What follows belongs to an exercise in optimizing a design on an open flow for small area and a short achievable clock period; a production flow would make more cautious choices. Only simulation tests tie the RTL to the original design; equivalence was not proved. The clock port is modelled as an ideal driver; clocking choices that lean on that would not hold on a real chip. Power figures rest on the tool's default switching activity, not on a simulated workload.

==> flow/design.v <==
module perf_monitor #(
  parameter int          NCORES     = 4,
  parameter int          CNT_W      = 64,
  parameter int          FIFO_DEPTH = 16,
  parameter bit          FINI_ALL   = 1'b1,
  parameter logic [31:0] FINI_CODE  = 32'h0002_0000,
  parameter int          TIMEOUT    = 50000,
  localparam int         CW = (NCORES > 1) ? $clog2(NCORES) : 1
) (
  input  logic                 clk_i,
  input  logic                 rst_i,
  input  logic [NCORES-1:0]    exma_v_i,
  input  logic [NCORES-1:0]    stall_i,
  input  logic [NCORES-1:0]    stall_imem_i,
  input  logic [NCORES-1:0]    ctrl_tsfr_i,
  input  logic [NCORES-1:0]    br_misp_i,
  input  logic [NCORES-1:0]    dbus_wv_i,
  input  logic [32*NCORES-1:0] dbus_addr_i,
  input  logic [32*NCORES-1:0] dbus_wdata_i,
  input  logic                 rd_en_i,
  input  logic [CW-1:0]        rd_core_i,
  input  logic [1:0]           rd_ctr_i,
  input  logic                 wr_en_i,
  input  logic [CW-1:0]        wr_core_i,
  input  logic [1:0]           wr_ctr_i,
  input  logic [CNT_W-1:0]     wr_data_i,
  output logic [CNT_W-1:0]     rd_data_o,
  output logic                 rd_vld_o,
  output logic                 char_vld_o,
  output logic [7:0]           char_o,
  output logic [CW-1:0]        char_core_o,
  input  logic                 char_rdy_i,
  output logic [NCORES-1:0]    done_o,
  output logic                 fini_o,
  output logic                 timeout_o,
  output logic                 overflow_o
);
  localparam int MD = FIFO_DEPTH - 1;            
  localparam int MA = (MD > 1) ? $clog2(MD) : 1;
  localparam int MC = $clog2(MD + 1);
  localparam int EW = CW + 8;
  logic              fini_n;
  logic [NCORES-1:0] done_n;
  logic [NCORES-1:0] act;
  logic [CNT_W-1:0] mcycle;
  logic [CNT_W-1:0] minstret [NCORES];
  logic [CNT_W-1:0] br_pred  [NCORES];
  logic [CNT_W-1:0] br_misp  [NCORES];
  logic [CNT_W-1:0] wd;
  assign wd = rst_i ? '0 : wr_data_i;
  logic ld_mc;
  assign ld_mc = rst_i || (wr_en_i && wr_ctr_i == 2'd0);
  pm_ctr #(.W(CNT_W)) u_mcycle (.clk_i, .ld_i(ld_mc), .wd_i(wd), .en_i(fini_n), .q_o(mcycle));
  for (genvar c = 0; c < NCORES; c++) begin : g_core
    logic en, ld1, ld2, ld3;
    assign en  = act[c] && !stall_imem_i[c] && exma_v_i[c];
    assign ld1 = rst_i || (wr_en_i && wr_core_i == c && wr_ctr_i == 2'd1);
    assign ld2 = rst_i || (wr_en_i && wr_core_i == c && wr_ctr_i == 2'd2);
    assign ld3 = rst_i || (wr_en_i && wr_core_i == c && wr_ctr_i == 2'd3);
    pm_ctr #(.W(CNT_W)) u_ret  (.clk_i, .ld_i(ld1), .wd_i(wd), .en_i(en && !stall_i[c]),
                                .q_o(minstret[c]));
    pm_ctr #(.W(CNT_W)) u_pred (.clk_i, .ld_i(ld2), .wd_i(wd), .en_i(en && ctrl_tsfr_i[c]),
                                .q_o(br_pred[c]));
    pm_ctr #(.W(CNT_W)) u_misp (.clk_i, .ld_i(ld3), .wd_i(wd),
                                .en_i(en && ctrl_tsfr_i[c] && br_misp_i[c]), .q_o(br_misp[c]));
  end
  logic [CNT_W-1:0] rd_nx;
  always_comb begin
    logic s_mc;
    s_mc  = rd_en_i && rd_ctr_i == 2'd0;
    rd_nx = ({CNT_W{s_mc}} & mcycle) | ({CNT_W{!rd_en_i}} & rd_data_o);
    for (int c = 0; c < NCORES; c++) begin
      rd_nx = rd_nx
            | ({CNT_W{rd_en_i && rd_core_i == c && rd_ctr_i == 2'd1}} & minstret[c])
            | ({CNT_W{rd_en_i && rd_core_i == c && rd_ctr_i == 2'd2}} & br_pred[c])
            | ({CNT_W{rd_en_i && rd_core_i == c && rd_ctr_i == 2'd3}} & br_misp[c]);
    end
  end
  always_ff @(posedge clk_i) begin
    if (rst_i) begin
      rd_vld_o  <= 1'b0;
      rd_data_o <= '0;
    end else begin
      rd_vld_o  <= rd_en_i;
      rd_data_o <= rd_nx;
    end
  end
  logic [NCORES-1:0] mmio, fin_w, chr_w;
  always_comb begin
    for (int c = 0; c < NCORES; c++) begin
      mmio[c]  = dbus_wv_i[c] && dbus_addr_i[32*c+31] && act[c];
      fin_w[c] = mmio[c] && (dbus_wdata_i[32*c +: 32] == FINI_CODE);
      chr_w[c] = mmio[c] && !fin_w[c];
    end
  end
  logic              fini_nx;
  logic [NCORES-1:0] done_nx;
  assign fini_nx = !fini_n | (FINI_ALL ? (&(~done_n)) : (|(~done_n)));
  assign done_nx = ~done_n | fin_w;
  always_ff @(posedge clk_i) begin
    if (rst_i) begin
      timeout_o <= 1'b0;
      fini_o    <= 1'b0;
      done_o    <= '0;
      fini_n    <= 1'b1;
      done_n    <= '1;
      act       <= '1;
    end else begin
      if (TIMEOUT != 0 && mcycle == TIMEOUT - 1) timeout_o <= 1'b1;
      fini_o <= fini_nx;
      done_o <= done_nx;
      fini_n <= !fini_nx;
      done_n <= ~done_nx;
      act    <= ~done_nx & {NCORES{!fini_nx}};
    end
  end
  logic [NCORES-1:0] slot_v;
  logic [7:0]        slot_d [NCORES];
  logic [NCORES-1:0] rr;
  logic [NCORES-1:0] grant;
  always_comb begin
    for (int c = 0; c < NCORES; c++) begin
      logic hit, blk;
      hit = 1'b0;
      blk = 1'b0;
      for (int d = 0; d < NCORES; d++) begin
        if (rr[(c - d + NCORES) % NCORES] && !blk) hit = 1'b1;
        blk = blk | slot_v[(c - d - 1 + NCORES) % NCORES];
      end
      grant[c] = slot_v[c] && hit;
    end
  end
  logic          win_v;
  logic [CW-1:0] win;
  logic [7:0]    win_d;
  always_comb begin
    win_v = |slot_v;
    win   = '0;
    win_d = '0;
    for (int c = 0; c < NCORES; c++) begin
      if (grant[c]) win = win | CW'(c);
      win_d = win_d | ({8{grant[c]}} & slot_d[c]);
    end
  end
  logic [EW-1:0] head;      
  logic          hv;        
  logic [MD-1:0][EW-1:0] mem;
  logic [MA-1:0] wp, rp;
  logic [MC-1:0] mcnt;      
  logic mem_e, full, pop, push, to_head, to_mem, from_mem;
  assign mem_e    = (mcnt == '0);
  assign full     = hv && (mcnt == MC'(MD));
  assign pop      = hv && char_rdy_i;
  assign push     = win_v && (!full || pop);
  assign from_mem = pop && !mem_e;
  assign to_head  = win_v && (!hv || (char_rdy_i && mem_e));
  assign to_mem   = push && hv && !(char_rdy_i && mem_e);
  logic [MC-1:0] mcnt_inc, mcnt_dec;
  assign mcnt_inc = mcnt + 1'b1;
  assign mcnt_dec = mcnt - 1'b1;
  logic [EW-1:0] new_e;
  assign new_e = {win, win_d};
  logic [NCORES-1:0] drain;
  assign drain = push ? grant : '0;
  always_ff @(posedge clk_i) begin
    if (rst_i) begin
      slot_v     <= '0;
      rr         <= NCORES'(1);
      overflow_o <= 1'b0;
    end else begin
      if (push) rr <= {grant[NCORES-2:0], grant[NCORES-1]};
      slot_v <= chr_w | (slot_v & ~drain);
      if (|(chr_w & slot_v & ~drain)) overflow_o <= 1'b1;
    end
  end
  always_ff @(posedge clk_i) begin
    for (int c = 0; c < NCORES; c++)
      if (!slot_v[c] || drain[c]) slot_d[c] <= dbus_wdata_i[32*c +: 8];
  end
  always_ff @(posedge clk_i) begin
    for (int i = 0; i < MD; i++)
      if (to_mem && wp == MA'(i)) mem[i] <= new_e;
  end
  always_ff @(posedge clk_i) begin
    if (rst_i) begin
      hv   <= 1'b0;
      head <= '0;
      wp   <= '0;
      rp   <= '0;
      mcnt <= '0;
    end else begin
      if (from_mem)     head <= mem[rp];
      else if (to_head) head <= new_e;
      else if (pop)     head <= '0;
      hv <= to_head || (hv && !(pop && mem_e));
      if (to_mem)   wp <= (wp == MA'(MD - 1)) ? '0 : wp + 1'b1;
      if (from_mem) rp <= (rp == MA'(MD - 1)) ? '0 : rp + 1'b1;
      if (to_mem && !from_mem)      mcnt <= mcnt_inc;
      else if (from_mem && !to_mem) mcnt <= mcnt_dec;
    end
  end
  always_ff @(posedge clk_i) begin
    if (rst_i) char_vld_o <= 1'b0;
    else       char_vld_o <= to_head || (hv && !(pop && mem_e));
  end
  assign {char_core_o, char_o} = head;
endmodule
module pm_ctr #(
  parameter int W  = 64,
  parameter int SW = 16
) (
  input  logic         clk_i,
  input  logic         ld_i,
  input  logic [W-1:0] wd_i,
  input  logic         en_i,
  output logic [W-1:0] q_o
);
  localparam int NS = W / SW;
  logic [NS-1:0] ones;      
  logic [NS-1:0] se;        
  logic [W-1:0]  c;         
  always_comb begin
    se[0] = en_i;
    for (int s = 1; s < NS; s++) se[s] = se[s-1] & ones[s-1];
  end
  for (genvar s = 0; s < NS; s++) begin : g_seg
    logic [SW-1:0] qs;
    logic [SW/4-1:0] g4;
    assign qs = q_o[SW*s +: SW];
    for (genvar k = 0; k < SW/4; k++) begin : g_g4
      assign g4[k] = &qs[4*k +: 4];
    end
    for (genvar i = 0; i < SW; i++) begin : g_bit
      localparam int K = i / 4;
      localparam logic [SW/4-1:0] GM = (SW/4)'((64'd1 << K) - 1);
      localparam logic [SW-1:0]   QM = SW'(((64'd1 << i) - 1) & ~((64'd1 << (4*K)) - 1));
      assign c[SW*s + i] = se[s] & (&(g4 | ~GM)) & (&(qs | ~QM));
    end
    if (s < NS - 1) begin : g_ones
      always_ff @(posedge clk_i) begin
        ones[s] <= (ld_i & (&wd_i[SW*s +: SW]))
                 | (!ld_i & se[s] & (qs == {{(SW-1){1'b1}}, 1'b0}))
                 | (!ld_i & !se[s] & ones[s]);
      end
    end else begin : g_last
      assign ones[s] = 1'b0;
    end
  end
  always_ff @(posedge clk_i) begin
    q_o <= ld_i ? wd_i : q_o ^ c;
  end
endmodule
==> flow/flow/run.sh <==
#!/bin/bash
# Standard layout with these changes:
#  - slow wide OR/AND/NOR cells and the adder cells are on the don't-use list,
#    so synthesis (and repair) build the logic from faster cells;
#  - ports are buffered with buf_2 cells;
#  - clock tree: larger sink clusters and no dummy loads (fewer clock buffers).
set -euo pipefail
DU="$(cat flow/dont_use.txt)"
bash standard.sh "DONT_USE_CELLS=$DU" \
  "BUFFER_PORTS_ARGS=-buffer_cell sky130_fd_sc_hd__buf_2" \
  "CTS_ARGS=-sink_clustering_enable -repair_clock_nets -dont_use_dummy_load -sink_clustering_size 20 -sink_clustering_max_diameter 80" \
  finish > flow_make.log 2>&1
==> flow/flow/dont_use.txt <==
 sky130_fd_sc_hd__probe_p_8 sky130_fd_sc_hd__probec_p_8 sky130_fd_sc_hd__lpflow_bleeder_1 sky130_fd_sc_hd__lpflow_clkbufkapwr_1 sky130_fd_sc_hd__lpflow_clkbufkapwr_16 sky130_fd_sc_hd__lpflow_clkbufkapwr_2 sky130_fd_sc_hd__lpflow_clkbufkapwr_4 sky130_fd_sc_hd__lpflow_clkbufkapwr_8 sky130_fd_sc_hd__lpflow_clkinvkapwr_1 sky130_fd_sc_hd__lpflow_clkinvkapwr_16 sky130_fd_sc_hd__lpflow_clkinvkapwr_2 sky130_fd_sc_hd__lpflow_clkinvkapwr_4 sky130_fd_sc_hd__lpflow_clkinvkapwr_8 sky130_fd_sc_hd__lpflow_decapkapwr_12 sky130_fd_sc_hd__lpflow_decapkapwr_3 sky130_fd_sc_hd__lpflow_decapkapwr_4 sky130_fd_sc_hd__lpflow_decapkapwr_6 sky130_fd_sc_hd__lpflow_decapkapwr_8 sky130_fd_sc_hd__lpflow_inputiso0n_1 sky130_fd_sc_hd__lpflow_inputiso0p_1 sky130_fd_sc_hd__lpflow_inputiso1n_1 sky130_fd_sc_hd__lpflow_inputiso1p_1 sky130_fd_sc_hd__lpflow_inputisolatch_1 sky130_fd_sc_hd__lpflow_isobufsrc_1 sky130_fd_sc_hd__lpflow_isobufsrc_16 sky130_fd_sc_hd__lpflow_isobufsrc_2 sky130_fd_sc_hd__lpflow_isobufsrc_4 sky130_fd_sc_hd__lpflow_isobufsrc_8 sky130_fd_sc_hd__lpflow_isobufsrckapwr_16 sky130_fd_sc_hd__lpflow_lsbuf_lh_hl_isowell_tap_1 sky130_fd_sc_hd__lpflow_lsbuf_lh_hl_isowell_tap_2 sky130_fd_sc_hd__lpflow_lsbuf_lh_hl_isowell_tap_4 sky130_fd_sc_hd__lpflow_lsbuf_lh_isowell_4 sky130_fd_sc_hd__lpflow_lsbuf_lh_isowell_tap_1 sky130_fd_sc_hd__lpflow_lsbuf_lh_isowell_tap_2 sky130_fd_sc_hd__lpflow_lsbuf_lh_isowell_tap_4 sky130_fd_sc_hd__or4_1 sky130_fd_sc_hd__or4_2 sky130_fd_sc_hd__or4_4 sky130_fd_sc_hd__or4b_1 sky130_fd_sc_hd__or4b_2 sky130_fd_sc_hd__or4b_4 sky130_fd_sc_hd__or4bb_1 sky130_fd_sc_hd__or4bb_2 sky130_fd_sc_hd__or4bb_4 sky130_fd_sc_hd__or3_1 sky130_fd_sc_hd__or3_2 sky130_fd_sc_hd__or3_4 sky130_fd_sc_hd__or3b_1 sky130_fd_sc_hd__or3b_2 sky130_fd_sc_hd__or3b_4 sky130_fd_sc_hd__and4_1 sky130_fd_sc_hd__and4_2 sky130_fd_sc_hd__and4_4 sky130_fd_sc_hd__and4b_1 sky130_fd_sc_hd__and4b_2 sky130_fd_sc_hd__and4b_4 sky130_fd_sc_hd__and4bb_1 sky130_fd_sc_hd__and4bb_2 sky130_fd_sc_hd__and4bb_4 sky130_fd_sc_hd__nor4_1 sky130_fd_sc_hd__nor4_2 sky130_fd_sc_hd__nor4_4 sky130_fd_sc_hd__nor4b_1 sky130_fd_sc_hd__nor4b_2 sky130_fd_sc_hd__nor4b_4 sky130_fd_sc_hd__nor4bb_1 sky130_fd_sc_hd__nor4bb_2 sky130_fd_sc_hd__nor4bb_4 sky130_fd_sc_hd__ha_1 sky130_fd_sc_hd__ha_2 sky130_fd_sc_hd__ha_4 sky130_fd_sc_hd__fa_1 sky130_fd_sc_hd__fa_2 sky130_fd_sc_hd__fa_4 sky130_fd_sc_hd__fah_1 sky130_fd_sc_hd__fahcin_1 sky130_fd_sc_hd__fahcon_1 sky130_fd_sc_hd__maj3_1 sky130_fd_sc_hd__maj3_2 sky130_fd_sc_hd__maj3_4
==> flow/standard.sh <==
#!/bin/bash
# synth_recipe.tcl (not shown) runs the flow's synth.tcl, then flattens the netlist and writes it again
# the make line also repeats each setting of config.mk as NAME=value (left out here)
make -C /OpenROAD-flow-scripts/flow DESIGN_CONFIG=/design/flow/config.mk WORK_HOME=/design/flow/orfs CLKGATE_MAP_FILE= SYNTH_SCRIPT=/design/flow/synth_recipe.tcl "${@:-finish}"
==> flow/config.mk <==
export PLATFORM = sky130hd
export DESIGN_NAME = perf_monitor
export DESIGN_NICKNAME = perf_monitor
export VERILOG_FILES = /design/flow/design.v
export SDC_FILE = /design/flow/constraint.sdc
export NUM_CORES = 4
export LEC_CHECK = 0
export CAP_MARGIN = 20
export CORE_MARGIN = 2
export CORE_UTILIZATION = 45
export SETUP_SLACK_MARGIN = 2.0
export SLEW_MARGIN = 20
export TNS_END_PERCENT = 5
==> flow/constraint.sdc <==
create_clock -name core_clock -period 4.0 [get_ports {clk_i}]
set_input_delay 0.8000 -clock core_clock [delete_from_list [all_inputs] [get_ports {clk_i}]]
set_output_delay 0.8000 -clock core_clock [all_outputs]
set_load 0.01 [all_outputs]
==> impl_metrics.env, run 1 <==
export IMPL_vdd_drop_max_mv=0.266
export IMPL_die_area_mm2=0.137
export IMPL_maxSlewViolCount=0
export IMPL_worst_setup_path_start_kind="flop"
export IMPL_setup_tns_ns=0
export IMPL_synth_edff_count=182
export IMPL_synth_seq_cells=1165
export IMPL_syn_inst=7013
export IMPL_grt_total_usage_pct=32.1
export IMPL_end_kind="flop"
export IMPL_min_to="slot_d[2][5]"
export IMPL_arrival_ns=2.95
export IMPL_synth_area_mm2=0.0603
export IMPL_wl_met1_um=93700
export IMPL_drive_above_1_share_pct=12.7
export IMPL_synth_top_cells_by_area="dfxtp_1 33%, a211oi_1 10%, edfxtp_1 9.1%"
export IMPL_final_core_util_pct=50.9
export IMPL_area_growth_pct=12.3
export IMPL_crit_path_max_fanout=5
export IMPL_post_route_period_util_pct=57.9
export IMPL_grt_pass1_wl_um=333000
export IMPL_synth_top_cell_by_area="dfxtp_1"
export IMPL_drt_pass1_iterations=9
export IMPL_hp_class="input port to flop"
export IMPL_multi_input_area_mm2=0.0335
export IMPL_tightest_slew_ns=1.37
export IMPL_synth_xor_xnor_area_share_pct=12.0
export IMPL_place_ws_ns=0.764
export IMPL_std_cell_rows=134
export IMPL_overflow=0
export IMPL_reg2reg_to="timeout_o"
export IMPL_wl_um=232000
export IMPL_synthMuxAreaShare_pct=1.98
export IMPL_clk_pin_slew_ns=0.09
export IMPL_min_path_cells=1
export IMPL_drt_initial_drc_count=7245
export IMPL_grt_max_degree=218
export IMPL_htreeDepth=3
export IMPL_synthArstFlopShare_pct=0
export IMPL_routed_wl_met2_um=105000
export IMPL_synth_top_area_share_pct=32.6
export IMPL_place_port_buffers=315
export IMPL_ant_nets=0
export IMPL_ioPinCount=440
export IMPL_finalCriticalPeriod_ns=2.32
export IMPL_initial_utilization_pct=45.3
export IMPL_worst_hold_slack_ns=0.297
export IMPL_wl_per_cell_um=26.1
export IMPL_drc=0
export IMPL_crit_type="flop to flop"
export IMPL_cp_data_required_time_ns=4.64
export IMPL_fin_nets=7469
export IMPL_finalSetupViolations=0
export IMPL_highest_layer="met5"
export IMPL_fillers=12500
export IMPL_met3RoutedLength_um=22100
export IMPL_synth_compound_area_share_pct=18.5
export IMPL_via_per_inst=6.23
export IMPL_fmax_mhz=432
export IMPL_cts_tree="done"
export IMPL_skew_ns=0.0631
export IMPL_yosys_warnings=8
export IMPL_syn_num_nets=7370
export IMPL_synth_top_family_by_area="simple AND/OR/NAND/NOR gates"
export IMPL_die_y_um=370
export IMPL_r2r_start="u_mcycle.q_o[1]"
export IMPL_core_mm2=0.133
export IMPL_hpwl_um=153000
export IMPL_rsz0062_at_grt="true"
export IMPL_maxCapViolCount=0
export IMPL_first_global_vias=50600
export IMPL_ctsRootBufferMaster="clkbuf_16"
export IMPL_total_power_mw=22.1
export IMPL_post_synth_top_count_cell="nor2_1"
export IMPL_rrSetupSlack_ns=1.68
export IMPL_cts_buffers=76
export IMPL_post_synth_and_or_nand_nor_area_fraction_pct=21.5
export IMPL_synth_flop_cell="dfxtp_1"
export IMPL_place_congestion=0.912
export IMPL_antenna_found_initial=24
export IMPL_hold_violations=0
export IMPL_r2r_cells=6
export IMPL_layout_setup_ws_ns=1.68
export IMPL_num_vias=55300
export IMPL_die_w_um=370
export IMPL_yosys_top_cells_count="1238 x nor2_1, 983 x dfxtp_1, 834 x a211oi_1, 500 x nand2_1, 470 x clkbuf_1"
export IMPL_p_leak_nw=22.4
export IMPL_synth_adder_area_share_pct=0
export IMPL_register_area_mm2=0.0252
export IMPL_p_per_area_mw_per_mm2=326
export IMPL_avgSynthCellArea_um2=8.59
export IMPL_slew_headroom_pct=8.73
export IMPL_seq_area_frac_synth_pct=41.7
export IMPL_clk_path_buf_depth=3
export IMPL_worstHoldStart="dbus_wdata_i[69]"
export IMPL_status="timing/DRC/antenna clean"
export IMPL_synth_cell_types=73
export IMPL_cts_sinks=1165
export IMPL_insertion_delay_ns=0.70
-- through the flow --
step	area (um2)	std cells
after floorplan	60400	7013
after global placement	63600	8684
after detailed placement	63600	8684
after CTS	66600	8828
after global routing	67700	8883
final	67700	8887
-- metal layers --
metal / vias up / track usage, %
met1: 26600 / 42.2
met2: 2742 / 50.6
li1: 25500 / -
met4: 26 / 15.9
met5: - / 0
met3: 463 / 5.89
-- cell type report --
cell class,instances,area share [%]
tap,1768,3.27
inverter,146,0.830
antenna,9,0.0333
clock buffer,76,2.81
multi-input combinational,5165,49.5
sequential,1165,37.2
timing repair buffer,558,6.32
-- power by group --
group	switching, mW	internal (mW)	leakage, nW
combinational	1.31	0.625	11.7
clock	4.22	3.38	0.937
sequential	0.354	12.2	9.68
-- cell families (layout without fill, tap and decap cells) --
group	Yosys count	count (layout)
xor gates and xnor gates	823	823
DFF	1165	1165
other	0	9
AOI/OAI and AO/OA	1471	1471
muxes	79	79
and+or+nand+nor	2790	2792
buffers and inverters	685	780
-- how the worst max path moves through the flow --
stage                          startpoint                        to  slack [ns]  depth (start not counted)
after floorplan                stall_i[1]   g_core[1].u_ret.q_o[45]        1.68                          7
after global placement       rd_core_i[1]             rd_data_o[37]        0.77                          8
after detailed placement     rd_core_i[1]             rd_data_o[37]        0.76                          8
after CTS                           rp[2]                   head[0]        1.64                          6
after global routing        wr_data_i[41]  g_core[1].u_misp.ones[2]        1.68                          6
final                     u_mcycle.q_o[1]                 timeout_o        1.68                          6
-- layout by cell type (no fill, tap or decap), types with 49 or more instances in the layout --
master | synthesis | layout
a211oi_1 | 834 | 831
a21oi_1 | 113 | 103
a222oi_1 | 128 | 128
a22o_1 | 65 | 65
a22oi_1 | 129 | 129
a41oi_1 | 69 | 66
and3_1 | 144 | 135
buf_12 | 0 | 49
buf_2 | 34 | 310
buf_4 | 5 | 164
clkbuf_16 | 0 | 82
dfxtp_1 | 983 | 967
edfxtp_1 | 182 | 182
inv_1 | 144 | 143
nand2_1 | 500 | 479
nand3_1 | 326 | 317
nand4_1 | 241 | 241
nor2_1 | 1238 | 1220
nor3_1 | 129 | 93
o21ai_0 | 56 | 52
xnor2_1 | 416 | 414
xor2_1 | 407 | 407
-- worst max-delay path, stage by stage (launching register included) --
cell and delay, ns:
dfxtp_1 0.42, and3_1 0.30, nand3_1 0.51, nor2_1 0.46, nand4_1 0.21, nor3_1 0.23
o21a_1 0.14
-- flip-flops by register name, indices dropped and copies added, names as in the netlist, 3 cells and up --
signal / count
g_core.u_ret.q_o: 256
done_n: 4
act: 4
g_core.u_pred.ones: 12
rr: 4
mcnt: 4
slot_v: 4
u_mcycle.q_o: 64
u_mcycle.ones: 3
wp: 4
head: 10
g_core.u_misp.q_o: 256
rp: 4
slot_d: 32
done_o: 4
g_core.u_pred.q_o: 256
rd_data_o: 64
g_core.u_ret.ones: 12
mem: 150
g_core.u_misp.ones: 12
-- timing repair --
| item | CTS | global route |
|---|---|---|
| gates cloned | 3 | 8 |
| buffers inserted | 65 | 42 |
| setup endpoints to repair | 1221 | 1065 |
| resized for setup | 85 | 138 |
| hold buffers | 0 | 0 |
| pin swaps | 36 | 43 |
==> run 2, diff against run 1 <==
--- a/flow/design.v
+++ b/flow/design.v
@@ -240,5 +240,4 @@
       always_ff @(posedge clk_i) begin
-        ones[s] <= (ld_i & (&wd_i[SW*s +: SW]))
-                 | (!ld_i & se[s] & (qs == {{(SW-1){1'b1}}, 1'b0}))
-                 | (!ld_i & !se[s] & ones[s]);
+        if (ld_i)       ones[s] <= &wd_i[SW*s +: SW];
+        else if (se[s]) ones[s] <= (qs == {{(SW-1){1'b1}}, 1'b0});
       end
==> flow/flow/run.sh (replaced) <==
#!/bin/bash
# Standard layout with these changes:
#  - slow wide OR/AND/NOR cells and the adder cells are on the don't-use list,
#    so synthesis (and repair) build the logic from faster cells;
#  - ports are buffered with buf_2 cells;
#  - clock tree: larger sink clusters and no dummy loads (fewer clock buffers);
#  - after global routing, one more timing repair aimed at the worst endpoints.
set -euo pipefail
DU="$(cat flow/dont_use.txt)"
export FLOW_PUSH_MARGIN=2.2
bash standard.sh "DONT_USE_CELLS=$DU" \
  "BUFFER_PORTS_ARGS=-buffer_cell sky130_fd_sc_hd__buf_2" \
  "CTS_ARGS=-sink_clustering_enable -repair_clock_nets -dont_use_dummy_load -sink_clustering_size 24 -sink_clustering_max_diameter 100" \
  "POST_GLOBAL_ROUTE_TCL=$PWD/flow/post_grt.tcl" \
  finish > flow_make.log 2>&1
==> flow/flow/post_grt.tcl (new file) <==
# After global route's own repair, one more timing repair aimed at the worst
# endpoints, with the nets it changes routed again and the guides rewritten.
global_route -start_incremental
repair_timing -setup -setup_margin $::env(FLOW_PUSH_MARGIN) -repair_tns 5 -verbose
detailed_placement
check_placement -verbose
global_route -end_incremental
estimate_parasitics -global_routing
report_worst_slack -max
write_guides $::env(RESULTS_DIR)/route.guide
==> impl_metrics.env, run 2 <==
export IMPL_rrSetupSlack_ns=1.80
export IMPL_ant_nets=0
export IMPL_status="timing/DRC/antenna clean"
export IMPL_initial_utilization_pct=45.3
export IMPL_fin_nets=7474
export IMPL_grt_total_usage_pct=32.4
export IMPL_maxCapViolCount=0
export IMPL_setup_tns_ns=0
export IMPL_fillers=12500
export IMPL_arrival_ns=2.86
export IMPL_cts_sinks=1165
export IMPL_syn_inst=6934
export IMPL_layout_setup_ws_ns=1.80
export IMPL_synth_seq_cells=1165
export IMPL_syn_num_nets=7291
export IMPL_insertion_delay_ns=0.74
export IMPL_hpwl_um=159000
export IMPL_drt_pass1_iterations=7
export IMPL_place_port_buffers=315
export IMPL_skew_ns=0.0722
export IMPL_ctsRootBufferMaster="clkbuf_16"
export IMPL_r2r_cells=7
export IMPL_mostFrequentLayoutCells="1154 x nor2_1, 917 x dfxtp_1, 806 x a211oi_1"
export IMPL_clk_path_buf_depth=3
export IMPL_grt_max_degree=178
export IMPL_overflow=0
export IMPL_die_y_um=371
export IMPL_end_kind="flop"
export IMPL_worst_hold_slack_ns=0.247
export IMPL_avgSynthCellArea_um2=8.73
export IMPL_core_mm2=0.133
export IMPL_wl_um=243000
export IMPL_first_global_vias=50200
export IMPL_cp_slowest_stage_delay_ns=0.45
export IMPL_synth_top_area_share_pct=31.2
export IMPL_fmax_mhz=454
export IMPL_clk_pin_slew_ns=0.10
export IMPL_grt_pass1_wl_um=336000
export IMPL_die_w_um=371
export IMPL_finalSetupViolations=0
export IMPL_final_core_util_pct=52.1
export IMPL_finalCriticalPeriod_ns=2.20
export IMPL_cp_data_required_time_ns=4.66
export IMPL_worstHoldStart="dbus_wdata_i[1]"
export IMPL_drive_above_1_share_pct=15.4
export IMPL_synth_area_mm2=0.0605
export IMPL_synth_flop_cell="dfxtp_1"
export IMPL_p_per_area_mw_per_mm2=306
export IMPL_seq_area_frac_synth_pct=42.2
export IMPL_hp_class="input port to flop"
export IMPL_maxSlewViolCount=0
export IMPL_wl_per_cell_um=27.3
export IMPL_synth_cell_types=67
export IMPL_post_route_period_util_pct=55.0
export IMPL_hold_buffers=0
export IMPL_synth_top_cell_by_area="dfxtp_1"
export IMPL_cts_buffers=56
export IMPL_register_area_mm2=0.0256
export IMPL_cts_setup_buffers=49
export IMPL_crit_cells=7
export IMPL_place_congestion=0.936
export IMPL_num_vias=56400
export IMPL_crit_path_max_fanout=10
export IMPL_synth_top_cells_by_area="dfxtp_1 31%, edfxtp_1 11%, a211oi_1 10%"
export IMPL_ioPinCount=440
export IMPL_drc=0
export IMPL_post_synth_top_count_cell="nor2_1"
export IMPL_antenna_found_initial=16
export IMPL_slew_headroom_pct=18.6
export IMPL_std_cell_rows=134
export IMPL_synthArstFlopShare_pct=0
export IMPL_worst_path_max_delay_cell="nor2_2"
export IMPL_cp_top_family="simple AND/OR/NAND/NOR gates"
export IMPL_min_path_cells=1
export IMPL_drt_initial_drc_count=7568
export IMPL_crit_path_cell_trace="nand4b_1 > buf_6 > nor2_2 > nand4_1 > nor2_1 > xnor2_1 > a211oi_1"
export IMPL_cts_tree="done"
export IMPL_yosys_warnings=8
export IMPL_synth_edff_count=221
export IMPL_final_common_cell="nor2_1"
export IMPL_crit_type="flop to flop"
export IMPL_path_buf_inv=1
export IMPL_via_per_inst=6.33
export IMPL_postCtsResizedCells=96
export IMPL_htreeDepth=2
export IMPL_hold_violations=0
export IMPL_yosys_top_cells_count="1197 x nor2_1, 944 x dfxtp_1, 818 x a211oi_1, 512 x nand2_1, 474 x clkbuf_1"
export IMPL_die_area_mm2=0.137
export IMPL_reg2reg_to="g_core[1].u_pred.q_o[63]"
export IMPL_multi_input_area_mm2=0.0340
export IMPL_place_ws_ns=0.712
export IMPL_r2r_start="act[1]"
export IMPL_tightest_slew_ns=1.22
export IMPL_vdd_drop_max_mv=0.351
export IMPL_worst_setup_path_start_kind="flop"
export IMPL_area_growth_pct=15.0
export IMPL_reg_top3="g_core.u_misp.q_o: 256 flops, g_core.u_pred.q_o: 256 flops, g_core.u_ret.q_o: 256 flops"
export IMPL_p_leak_nw=23.2
export IMPL_min_to="slot_d[0][1]"
## run 2: stage by stage
stage	std cells	power, mW	area, um2
3_5_place_dp	8631	14.7	64100
2_1_floorplan	6934	13.8	60600
4_1_cts	8737	21.1	66400
3_3_place_gp	8631	14.7	64100
6_report	8900	21.3	69600
## run 2: final cells by class
| cell class | instances | share of cell area [%] |
|---|---|---|
| antenna | 17 | 0.0612 |
| tap | 1768 | 3.18 |
| multi-input combinational | 5108 | 48.9 |
| sequential | 1165 | 36.8 |
| timing repair buffer | 660 | 8.38 |
| inverter | 126 | 0.692 |
| clock buffer | 56 | 2.01 |
## run 2: worst max path at each step
stage / slack (ns) / start / endpoint
final: 1.80 / act[1] / g_core[1].u_pred.q_o[63]
after CTS: 1.73 / act[3] / g_core[3].u_misp.q_o[25]
after detailed placement: 0.71 / wr_data_i[31] / g_core[0].u_pred.ones[1]
after global placement: 0.69 / wr_data_i[31] / g_core[0].u_pred.ones[1]
after floorplan: 1.67 / char_rdy_i / mem[60]
## run 2: cells by family after synthesis
group	after synthesis	synth area share [%]
AND/OR/NAND/NOR	2781	21.6
multiplexers	57	1.63
XOR/XNOR	828	12.0
flip-flops	1165	42.2
AO/OA/AOI/OAI	1437	18.2
buffers and inverters	666	4.31
## run 2: routing by layer
metal  up-vias  share of wire [%]  track usage (%)
met2      3084                 43             47.8
met4        10                4.5             12.2
li1      25400                  -                -
met5         -              0.023                0
met3       506                 12             6.18
met1     27400                 41             46.5
## run 2: power breakdown
part           switching (mW)  internal (mW)  total, mW
Sequential              0.386           12.3       12.7
Combinational            1.37          0.709       2.07
Clock                    4.01           2.50       6.51
Total                    5.76           15.5       21.3
==> run 3, diff against run 2 <==
--- a/flow/design.v
+++ b/flow/design.v
@@ -41,5 +41,2 @@
   localparam int EW = CW + 8;
-  logic              fini_n;
-  logic [NCORES-1:0] done_n;
-  logic [NCORES-1:0] act;
   logic [CNT_W-1:0] mcycle;
@@ -55,3 +52,3 @@
     logic en, ld1, ld2, ld3;
-    assign en  = act[c] && !stall_imem_i[c] && exma_v_i[c];
+    assign en  = fini_n && done_n[c] && !stall_imem_i[c] && exma_v_i[c];
     assign ld1 = rst_i || (wr_en_i && wr_core_i == c && wr_ctr_i == 2'd1);
@@ -90,3 +87,3 @@
     for (int c = 0; c < NCORES; c++) begin
-      mmio[c]  = dbus_wv_i[c] && dbus_addr_i[32*c+31] && act[c];
+      mmio[c]  = dbus_wv_i[c] && dbus_addr_i[32*c+31] && done_n[c] && fini_n;
       fin_w[c] = mmio[c] && (dbus_wdata_i[32*c +: 32] == FINI_CODE);
@@ -95,2 +92,4 @@
   end
+  logic              fini_n;
+  logic [NCORES-1:0] done_n;
   logic              fini_nx;
@@ -106,3 +105,2 @@
       done_n    <= '1;
-      act       <= '1;
     end else begin
@@ -113,3 +111,2 @@
       done_n <= ~done_nx;
-      act    <= ~done_nx & {NCORES{!fini_nx}};
     end
--- a/flow/flow/run.sh
+++ b/flow/flow/run.sh
@@ -6,6 +6,6 @@
 #  - clock tree: larger sink clusters and no dummy loads (fewer clock buffers);
-#  - after global routing, one more timing repair aimed at the worst endpoints.
+#  - after CTS, one more timing repair aimed at the worst endpoints.
 set -euo pipefail
 DU="$(cat flow/dont_use.txt)"
-export FLOW_PUSH_MARGIN=2.2
+export FLOW_PUSH_MARGIN=2.1
 bash standard.sh "DONT_USE_CELLS=$DU" \
@@ -13,3 +13,3 @@
   "CTS_ARGS=-sink_clustering_enable -repair_clock_nets -dont_use_dummy_load -sink_clustering_size 24 -sink_clustering_max_diameter 100" \
-  "POST_GLOBAL_ROUTE_TCL=$PWD/flow/post_grt.tcl" \
+  "POST_CTS_TCL=$PWD/flow/post_cts.tcl" \
   finish > flow_make.log 2>&1
==> flow/flow/post_cts.tcl (new file) <==
# After CTS's own repair (all endpoints, modest margin), push the worst
# endpoints further with a small TNS fraction, then legalize again.
repair_timing -setup -setup_margin $::env(FLOW_PUSH_MARGIN) -repair_tns 5 -verbose
detailed_placement
check_placement -verbose
--- a/flow/config.mk
+++ b/flow/config.mk
@@ -10,4 +10,3 @@
 export CORE_UTILIZATION = 45
-export SETUP_SLACK_MARGIN = 2.0
+export SETUP_SLACK_MARGIN = 1.5
 export SLEW_MARGIN = 20
-export TNS_END_PERCENT = 5
removed: flow/flow/post_grt.tcl
==> impl_metrics.env, run 3 <==
export IMPL_drive_above_1_share_pct=12.2
export IMPL_via_per_inst=6.26
export IMPL_highest_layer="met5"
export IMPL_crit_cells=8
export IMPL_path_buf_inv=2
export IMPL_synthMuxAreaShare_pct=1.83
export IMPL_num_vias=55300
export IMPL_arrival_ns=3.02
export IMPL_first_global_vias=50700
export IMPL_cp_endpoint="u_mcycle.q_o[26]"
export IMPL_place_congestion=0.971
export IMPL_post_synth_top_count_cell="nor2_1"
export IMPL_insertion_delay_ns=0.75
export IMPL_synth_top_family_by_area="simple AND/OR/NAND/NOR gates"
export IMPL_maxCapViolCount=0
export IMPL_maxSlewViolCount=0
export IMPL_fillers=12500
export IMPL_cp_slowest_stage_delay_ns=0.64
export IMPL_crit_path_max_fanout=7
export IMPL_reg_top3="g_core.u_misp.q_o: 256 flops, g_core.u_pred.q_o: 256 flops, g_core.u_ret.q_o: 256 flops"
export IMPL_synth_compound_area_share_pct=18.3
export IMPL_hpwl_um=157000
export IMPL_drt_pass1_iterations=10
export IMPL_wl_met1_um=97800
export IMPL_area_growth_pct=11.5
export IMPL_std_cell_rows=134
export IMPL_die_y_um=370
export IMPL_setup_tns_ns=0
export IMPL_met3RoutedLength_um=25100
export IMPL_seq_area_frac_synth_pct=42.2
export IMPL_synth_area_mm2=0.0603
export IMPL_place_port_buffers=315
export IMPL_end_kind="flop"
export IMPL_final_common_cell="nor2_1"
export IMPL_ioPinCount=440
export IMPL_cp_data_required_time_ns=4.64
export IMPL_die_area_mm2=0.137
export IMPL_fin_nets=7412
export IMPL_skew_ns=0.116
export IMPL_synth_top_cells_by_area="dfxtp_1 31%, edfxtp_1 11%, a211oi_1 10%"
export IMPL_startpoint="fini_n"
export IMPL_ant_nets=0
export IMPL_grt_max_degree=155
export IMPL_cts_tree="done"
export IMPL_worst_setup_path_start_kind="flop"
export IMPL_wl_per_cell_um=26.2
export IMPL_yosys_warnings=8
export IMPL_worst_path_max_delay_cell="nor2_1"
export IMPL_syn_inst=6949
export IMPL_yosys_top_cells_count="1244 x nor2_1, 940 x dfxtp_1, 818 x a211oi_1, 526 x nand2_1, 484 x clkbuf_1"
export IMPL_vdd_drop_max_mv=0.314
export IMPL_post_synth_and_or_nand_nor_area_fraction_pct=21.5
export IMPL_drc=0
export IMPL_crit_type="flop to flop"
export IMPL_p_per_area_mw_per_mm2=311
export IMPL_synth_edff_count=221
export IMPL_reg2reg_to="u_mcycle.q_o[26]"
export IMPL_rsz0062_at_grt="false"
export IMPL_synth_top_area_share_pct=31.2
export IMPL_finalCriticalPeriod_ns=2.38
export IMPL_hp_class="input port to flop"
export IMPL_fmax_mhz=419
export IMPL_cts_sinks=1161
export IMPL_clk_pin_slew_ns=0.10
export IMPL_routed_wl_met2_um=98100
export IMPL_cp_top_family="simple AND/OR/NAND/NOR gates"
export IMPL_r2r_start="fini_n"
export IMPL_synth_top_cell_by_area="dfxtp_1"
export IMPL_post_route_period_util_pct=59.6
export IMPL_overflow=0
export IMPL_place_ws_ns=0.414
export IMPL_synthArstFlopShare_pct=0
export IMPL_hold_violations=0
export IMPL_tightest_slew_ns=1.10
export IMPL_wl_um=231000
export IMPL_slew_headroom_pct=26.5
export IMPL_synth_flop_cell="dfxtp_1"
export IMPL_status="timing/DRC/antenna clean"
export IMPL_core_mm2=0.133
export IMPL_mostFrequentLayoutCells="1222 x nor2_1, 935 x dfxtp_1, 818 x a211oi_1"
export IMPL_critPathMostFrequentCell="buf_12"
export IMPL_antenna_found_initial=15
export IMPL_crit_path_cell_trace="buf_12 > buf_12 > nand3_1 > nor2_1 > and3_1 > nand2_1 > xor2_1 > a211oi_1"
export IMPL_avgSynthCellArea_um2=8.68
export IMPL_grt_total_usage_pct=32.6
export IMPL_synth_seq_cells=1161
export IMPL_synth_cell_types=59
export IMPL_rrSetupSlack_ns=1.62
export IMPL_syn_num_nets=7306
export IMPL_synth_adder_area_share_pct=0
export IMPL_synth_xor_xnor_area_share_pct=11.9
export IMPL_layout_setup_ws_ns=1.62
export IMPL_grt_pass1_wl_um=339000
export IMPL_drt_initial_drc_count=7512
export IMPL_initial_utilization_pct=45.3
export IMPL_p_leak_nw=21.8
export IMPL_finalSetupViolations=0
export IMPL_die_w_um=370
export IMPL_r2r_cells=8
run 3: cell count changes in the layout (fill, tap and decap cells not counted), sizes merged, moves of 15 or more:
cell	delta
xor2	-78
xnor2	+71
buf	-56
nor2	+44
a22o	-36
nand3	-35
o2111a	+29
a22oi	+20
clkbuf	-19
a21oi	-18
nand2b	+16
a221oi	-15
run 3: cell type report:
| class | instances | area (um2) | area share [%] |
|---|---|---|---|
| Inverter | 122 | 459 | 0.683 |
| Antenna cell | 13 | 32.5 | 0.0484 |
| Clock buffer | 55 | 1380 | 2.05 |
| Tap cell | 1768 | 2210 | 3.29 |
| Sequential cell | 1161 | 25500 | 37.9 |
| Timing Repair Buffer | 586 | 4400 | 6.54 |
| Multi-Input combinational cell | 5129 | 33300 | 49.5 |
run 3: how the worst min path moves through the flow:
stage,cells past startpoint,from,end
after floorplan,2,rr[3],rr[3]
after global placement,1,head[3],head[3]
after detailed placement,1,head[7],head[7]
after global routing,1,dbus_wdata_i[102],slot_d[3][6]
final,1,dbus_wdata_i[102],slot_d[3][6]
run 3: kinds of logic after synthesis:
group                     Yosys count
and+or+nand+nor                  2822
AOI/OAI and AO/OA                1422
DFF                              1161
muxes                              63
xor gates and xnor gates          821
buffers and inverters             660
run 3: through the flow:
step	area (um2)	power [mW]	util (%)	hold WS [ns]	cells
3_5_place_dp	63900	14.6	47.9	0.471	8654
2_1_floorplan	60300	13.8	-	0.455	6949
5_1_grt	67200	21.5	50.4	0.226	8821
6_report	67300	20.9	50.5	0.240	8834
3_3_place_gp	63800	14.6	47.9	0.468	8653
run 3: metal layers:
metal	global-route usage [%]	vias up
li1	-	25300
met1	46.5	26700
met2	48.3	2773
met3	6.63	437
met4	12.7	8
met5	0	-
run 3: report_power, final:
group          switching [mW]  internal (mW)
registers               0.387           12.2
clock network            3.99           2.46
logic                    1.26          0.608
total                    5.63           15.3

port drivers added, routing unchanged:
In the flow no input, the clock included, has a driving cell. The finished layouts below were timed again as built, in two steps.
Step 1 assumes that a clkbuf_16 drives the clock port and a buf_2 every other input.
Step 2 adds t to the input delays and takes it off the output delays; t is the mean of the earliest and latest rising clock arrival at the registers after step 1. Input paths then give back, and output paths get back, about the clock's delay inside the block.
Slacks: ideal / step 1 / step 2; pairs: ideal / step 1.
run | t, ns | setup WS [ns] | slew at the worst register clock pin (ns) | worst slew at a driven data input, ns | cell pins on the clock port's net
run 1 | 0.760 | 1.683 / 1.683 / 0.999 | 0.09 / 0.09 | 0.20 | 1
run 2 | 0.778 | 1.799 / 1.743 / 0.965 | 0.11 / 0.11 | 0.31 | 1
run 3 | 0.778 | 1.616 / 1.529 / 0.751 | 0.11 / 0.11 | 0.20 | 1
After both steps setup and hold are still met in every run listed. For run 3, which loses most, drivers alone change the setup slack by -0.087 ns; drivers and shift together by -0.865 ns.
